From an optimization exercise on the open Yosys and OpenROAD flow, aimed at small area, a short achievable clock period and few clock cycles per item; shortcuts taken in it are not production practice. In this exercise RTL edits were held to simulation tests only and were not proved equivalent to the original. Power and IR drop assume default switching activity.

==> trial 53: inputs <==
==> flow/design.v <==
module sorter_top (
    input  logic                                        clk_i,
    input  logic                                        rst_i,
    input  logic                                        src_vld_i,
    input  logic [16-1:0]                   src_data_i,
    output logic                                        reorder_vld_o,
    output logic [8*16-1:0] reorder_ranks_o
);
    localparam int DW   = 16;
    localparam int TW   = 4;
    localparam int WIN  = 15;
    localparam int OUTR = 8;
    logic [DW-1:0]      val_q [WIN];
    logic [TW-1:0]      tag_q [WIN];
    logic [TW-1:0]      ptr_q;
    logic               vld_q;
    logic [WIN-1:0]     lt;           
    logic [WIN-1:0]     is_old;       
    logic [WIN-1:0]     past_old;     
    logic [WIN-1:0]     s_up, s_hold, s_new, s_dn;
    logic               load;
    function automatic logic less_than(input logic [DW-1:0] a, input logic [DW-1:0] b);
        logic [DW-1:0] l;
        logic [DW-1:0] ng;
        for (int i = 0; i < DW; i++) begin
            l[i]  = ~a[i] & b[i];
            ng[i] = ~a[i] | b[i];
        end
        for (int s = 1; s < DW; s = s * 2) begin
            for (int i = 0; i + s < DW; i = i + 2 * s) begin
                l[i]  = l[i + s] | (ng[i + s] & l[i]);
                ng[i] = l[i + s] | (ng[i + s] & ng[i]);
            end
        end
        less_than = l[0];
    endfunction
    always_comb begin
        for (int i = 0; i < WIN; i++) begin
            lt[i]     = less_than(src_data_i, val_q[i]);
            is_old[i] = (tag_q[i] == ptr_q);
            past_old[i] = is_old[i] | ((i > 0) ? past_old[(i > 0) ? i-1 : 0] : 1'b0);
        end
    end
    assign load = src_vld_i & ~rst_i;
    always_comb begin
        for (int j = 0; j < WIN; j++) begin
            s_up[j]   = load & (j > 0) & ~past_old[(j > 0) ? j-1 : 0] & lt[(j > 0) ? j-1 : 0];
            s_dn[j]   = load & (j < WIN-1) & past_old[j] & ~lt[(j < WIN-1) ? j+1 : 0];
            if (j == 0) begin
                s_new[j] = load & (past_old[0] ? lt[1] : lt[0]);
            end else if (j == WIN-1) begin
                s_new[j] = load & ~lt[j-1 + (past_old[j-1] ? 1 : 0)];
            end else begin
                s_new[j] = load & (past_old[j] ? lt[j+1] : lt[j])
                                & ~(past_old[j-1] ? lt[j] : lt[j-1]);
            end
            s_hold[j] = ~rst_i & (~load
                                | (~past_old[j] & ~lt[j])
                                | ((j > 0) & past_old[(j > 0) ? j-1 : 0] & lt[j]));
        end
    end
    always_ff @(posedge clk_i) begin
        for (int j = 0; j < WIN; j++) begin
            val_q[j] <= ({DW{s_up[j]}}   & val_q[(j > 0) ? j-1 : 0])
                      | ({DW{s_hold[j]}} & val_q[j])
                      | ({DW{s_new[j]}}  & src_data_i)
                      | ({DW{s_dn[j]}}   & val_q[(j < WIN-1) ? j+1 : 0]);
            tag_q[j] <= ({TW{s_up[j]}}   & tag_q[(j > 0) ? j-1 : 0])
                      | ({TW{s_hold[j]}} & tag_q[j])
                      | ({TW{s_new[j]}}  & ptr_q)
                      | ({TW{s_dn[j]}}   & tag_q[(j < WIN-1) ? j+1 : 0])
                      | ({TW{rst_i}}     & TW'(j));
        end
        if (rst_i) begin
            ptr_q <= '0;
            vld_q <= 1'b0;
        end else begin
            vld_q <= src_vld_i;
            if (src_vld_i) begin
                ptr_q <= (ptr_q == TW'(WIN - 1)) ? '0 : ptr_q + 1'b1;
            end
        end
    end
    assign reorder_vld_o = vld_q;
    always_comb begin
        for (int r = 0; r < OUTR; r++) begin
            reorder_ranks_o[r*DW +: DW] = val_q[r];
        end
    end
endmodule
==> flow/flow/run.sh <==
#!/bin/bash
# Standard ORFS layout with two changes:
# - ports are buffered with plain buffers instead of the delay cell that
#   buffer_ports picks by default;
# - before repair_design, the input port buffers are upsized, since each data
#   input fans out to every comparator.
set -e
here=$(pwd)
export BUFFER_PORTS_ARGS="-buffer_cell sky130_fd_sc_hd__buf_1"
export PRE_RESIZE_TCL="$here/flow/upsize_inputs.tcl"
bash standard.sh > standard_run.log 2>&1
==> flow/flow/upsize_inputs.tcl <==
# Input port buffers drive wide fanout (each data bit feeds every comparator);
# give them a strong cell before repair_design builds buffer trees.
foreach inst [get_cells input*] {
  replace_cell $inst sky130_fd_sc_hd__buf_16
}
==> flow/standard.sh <==
#!/bin/bash
# synth_recipe.tcl (not shown) runs the flow's synth.tcl, then flattens the netlist and writes it again
# the make line also repeats each setting of config.mk as NAME=value (left out here)
make -C /OpenROAD-flow-scripts/flow DESIGN_CONFIG=/design/flow/config.mk WORK_HOME=/design/flow/orfs CLKGATE_MAP_FILE= SYNTH_SCRIPT=/design/flow/synth_recipe.tcl "${@:-finish}"
==> flow/config.mk <==
export PLATFORM = sky130hd
export DESIGN_NAME = sorter_top
export DESIGN_NICKNAME = sorter_top
export VERILOG_FILES = /design/flow/design.v
export SDC_FILE = /design/flow/constraint.sdc
export NUM_CORES = 4
export LEC_CHECK = 0
export ABC_AREA = 1
export CAP_MARGIN = 0
export CORE_MARGIN = 2
export CORE_UTILIZATION = 50
export PLACE_DENSITY = 0.6
export SETUP_SLACK_MARGIN = 3.0
export SLEW_MARGIN = 0
export TNS_END_PERCENT = 0
==> flow/constraint.sdc <==
create_clock -name core_clock -period 6.0 [get_ports {clk_i}]
set_input_delay 1.2000 -clock core_clock [delete_from_list [all_inputs] [get_ports {clk_i}]]
set_output_delay 1.2000 -clock core_clock [all_outputs]
set_load 0.01 [all_outputs]
==> inputs of trial 79, as changes to trial 53 <==
--- a/flow/design.v
+++ b/flow/design.v
@@ -6,10 +6,11 @@
     output logic                                        reorder_vld_o,
     output logic [8*16-1:0] reorder_ranks_o
 );
-    localparam int DW   = 16;
-    localparam int TW   = 4;
-    localparam int WIN  = 15;
-    localparam int OUTR = 8;
+    localparam int DW     = 16;
+    localparam int TW     = 4;
+    localparam int WIN    = 15;
+    localparam int NSTORE = 15 - 1;
+    localparam int OUTR   = 8;
     logic [DW-1:0]      val_q [WIN];
     logic [TW-1:0]      tag_q [WIN];
     logic [TW-1:0]      ptr_q;
@@ -18,7 +19,7 @@
     logic [WIN-1:0]     is_old;       
     logic [WIN-1:0]     past_old;     
     logic [WIN-1:0]     s_up, s_hold, s_new, s_dn;
-    logic               load;
+    logic               ins, del;
     function automatic logic less_than(input logic [DW-1:0] a, input logic [DW-1:0] b);
         logic [DW-1:0] l;
         logic [DW-1:0] ng;
@@ -36,27 +37,19 @@
     endfunction
     always_comb begin
         for (int i = 0; i < WIN; i++) begin
-            lt[i]     = less_than(src_data_i, val_q[i]);
-            is_old[i] = (tag_q[i] == ptr_q);
+            lt[i]       = (i < NSTORE) ? less_than(src_data_i, val_q[i]) : 1'b1;
+            is_old[i]   = (tag_q[i] == ptr_q);
             past_old[i] = is_old[i] | ((i > 0) ? past_old[(i > 0) ? i-1 : 0] : 1'b0);
         end
     end
-    assign load = src_vld_i & ~rst_i;
+    assign ins = src_vld_i & ~rst_i;
+    assign del = vld_q & ~rst_i;
     always_comb begin
         for (int j = 0; j < WIN; j++) begin
-            s_up[j]   = load & (j > 0) & ~past_old[(j > 0) ? j-1 : 0] & lt[(j > 0) ? j-1 : 0];
-            s_dn[j]   = load & (j < WIN-1) & past_old[j] & ~lt[(j < WIN-1) ? j+1 : 0];
-            if (j == 0) begin
-                s_new[j] = load & (past_old[0] ? lt[1] : lt[0]);
-            end else if (j == WIN-1) begin
-                s_new[j] = load & ~lt[j-1 + (past_old[j-1] ? 1 : 0)];
-            end else begin
-                s_new[j] = load & (past_old[j] ? lt[j+1] : lt[j])
-                                & ~(past_old[j-1] ? lt[j] : lt[j-1]);
-            end
-            s_hold[j] = ~rst_i & (~load
-                                | (~past_old[j] & ~lt[j])
-                                | ((j > 0) & past_old[(j > 0) ? j-1 : 0] & lt[j]));
+            s_up[j]   = ins & (j > 0) & lt[(j > 0) ? j-1 : 0];
+            s_new[j]  = ins & lt[j] & ~((j > 0) & lt[(j > 0) ? j-1 : 0]);
+            s_dn[j]   = del & (j < WIN-1) & past_old[j];
+            s_hold[j] = ~rst_i & ((ins & ~lt[j]) | (del & ~past_old[j]) | (~ins & ~del));
         end
     end
     always_ff @(posedge clk_i) begin
@@ -69,7 +62,7 @@
                       | ({TW{s_hold[j]}} & tag_q[j])
                       | ({TW{s_new[j]}}  & ptr_q)
                       | ({TW{s_dn[j]}}   & tag_q[(j < WIN-1) ? j+1 : 0])
-                      | ({TW{rst_i}}     & TW'(j));
+                      | ({TW{rst_i}}     & TW'(j + 1));
         end
         if (rst_i) begin
             ptr_q <= '0;
==> flow/flow/run.sh (replaced) <==
#!/bin/bash
# Standard ORFS layout with these changes:
# - ports are buffered with plain buffers instead of the delay cell that
#   buffer_ports picks by default;
# - the resizer may swap cells across footprints (MATCH_CELL_FOOTPRINT=0);
# - before repair_design, the input port buffers are upsized, since each data
#   input fans out to every comparator.
set -e
here=$(pwd)
export BUFFER_PORTS_ARGS="-buffer_cell sky130_fd_sc_hd__buf_1"
export PRE_RESIZE_TCL="$here/flow/upsize_inputs.tcl"
bash standard.sh MATCH_CELL_FOOTPRINT=0 finish > standard_run.log 2>&1
--- a/flow/config.mk
+++ b/flow/config.mk
@@ -6,10 +6,12 @@
 export NUM_CORES = 4
 export LEC_CHECK = 0
 export ABC_AREA = 1
-export CAP_MARGIN = 0
+export CAP_MARGIN = 20
 export CORE_MARGIN = 2
 export CORE_UTILIZATION = 50
+export CTS_CLUSTER_DIAMETER = 100
+export CTS_CLUSTER_SIZE = 20
 export PLACE_DENSITY = 0.6
 export SETUP_SLACK_MARGIN = 3.0
-export SLEW_MARGIN = 0
+export SLEW_MARGIN = 20
 export TNS_END_PERCENT = 0
==> inputs of build 41, as changes to trial 53 <==
==> flow/flow/run.sh (replaced) <==
#!/bin/bash
# Standard ORFS layout; ports are buffered with plain buffers instead of the
# delay cell buffer_ports picks by default.
set -e
cp standard.sh standard_sh_copy.log
export BUFFER_PORTS_ARGS="-buffer_cell sky130_fd_sc_hd__buf_1"
bash standard.sh > standard_run.log 2>&1
--- a/flow/config.mk
+++ b/flow/config.mk
@@ -5,11 +5,10 @@
 export SDC_FILE = /design/flow/constraint.sdc
 export NUM_CORES = 4
 export LEC_CHECK = 0
-export ABC_AREA = 1
-export CAP_MARGIN = 0
+export CAP_MARGIN = 20
 export CORE_MARGIN = 2
 export CORE_UTILIZATION = 50
 export PLACE_DENSITY = 0.6
 export SETUP_SLACK_MARGIN = 3.0
-export SLEW_MARGIN = 0
+export SLEW_MARGIN = 20
 export TNS_END_PERCENT = 0
removed: flow/flow/upsize_inputs.tcl
==> summary of the runs <==
The lowest power belongs to trial 79, the highest to trial 53.
Global-route usage, lowest first: trial 79, trial 53, build 41.
The highest cell area belongs to trial 53, the lowest to trial 79.
Between build 41 and trial 79, the lower sequential power is in trial 79 (gap 14%, measured against trial 79).
The lowest combinational power belongs to trial 79, the highest to trial 53.
Maximum frequency: build 41 < trial 79 < trial 53.
Register-to-register slack, lowest first: build 41, trial 53, trial 79.
In trial 79 the synthesized cell count is higher than in build 41, by 48%.
Of build 41 and trial 79, build 41 has the higher non-clock buffer count (gap 75).
Between trial 79 and build 41, the lower worst setup slack is in build 41 (gap 0.28 ns).
==> figures <==
| item | build 41 | trial 79 | trial 53 |
|---|---|---|---|
| Run status | finished clean | finished clean | finished clean |
| Final cell count without fillers | 2,866 | 3,741 | 3,992 |
| Number of non-clock buffers in the layout | 328 | 253 | 263 |
| Area of the core | 37,500 um2 | 37,800 um2 | 40,800 um2 |
| Total power density per cell area | 280 nW/um2 | 189 nW/um2 | 309 nW/um2 |
| Avg Cell Area, Syn | 8.91 um2 | 6.14 um2 | 6.12 um2 |
| Worst-Skew Late Latency | 0.57 ns | 0.54 ns | 0.57 ns |
| Leakage Power | 8.32 nW | 9.07 nW | 9.58 nW |
| Half-perimeter wire length of the detailed placement result | 52.8 mm | 49.5 mm | 54.4 mm |
| Count of inserted tapcells | 511 | 511 | 532 |
| Number of buffers added by the clock tree synthesis step | 37 | 19 | 38 |
| Flop-to-flop setup slack | 2.72 ns | 3.12 ns | 2.98 ns |
| Post-route clock period utilization | 0.556 | 0.510 | 0.508 |
| Shortest period the worst path allows | 3.34 ns | 3.06 ns | 3.05 ns |
| Wire length on met2 | 36.3 mm | 30.5 mm | 40.7 mm |
| FF-to-FF path depth | 11 | 12 | 19 |
| Average wire per cell in the routed design | 27.4 um | 19.0 um | 20.1 um |
| Mux share of post-synthesis cell area | 0.00629 | 0 | 0 |
| Crit-path slowest cell | a2111o_1 | o22ai_4 | a21oi_4 |
| Met1 layer wirelength in the final routing | 30.2 mm | 32.7 mm | 30.9 mm |
| Total wire length after detailed routing | 78.6 mm | 71.0 mm | 80.2 mm |
| Setup slack of the critical path after layout | 2.66 ns | 2.94 ns | 2.95 ns |
Testbench counts of trial 53, summed over its fixed seeds: cycles 6,400, items 3,200.
Testbench counts of trial 79, summed over its fixed seeds: cycles 6,400, items 3,200.
Testbench counts of build 41, summed over its fixed seeds: cycles 6,400, items 3,200.

==> what the ideal ports hide <==
The results above use ideal ports. As a check the final layouts listed here were re-extracted and re-timed, cells and wires unchanged. Step 1, drivers: a clkbuf_16 drives clk_i and a buf_2 each remaining input, both assumed. Step 2, shift: input delay + t, output delay - t, t = (earliest + latest rising clock arrival at the registers) / 2. This alone moves slack from input paths to output paths. Slacks: ideal / step 1 / step 2; pairs: ideal / step 1.
run	t, ns	setup WS [ns]	worst setup path after step 2	slew at the worst register clock pin (ns)
trial 53	0.623	2.949 / 2.922 / 2.299	input to register	0.06 / 0.06
trial 79	0.591	2.939 / 2.904 / 2.314	input to register	0.10 / 0.10
build 41	0.615	2.663 / 2.513 / 1.898	input to register	0.06 / 0.06
After both steps setup and hold are still met in every run listed. For build 41, which loses most, drivers alone change the setup slack by -0.150 ns; drivers and shift together by -0.765 ns.
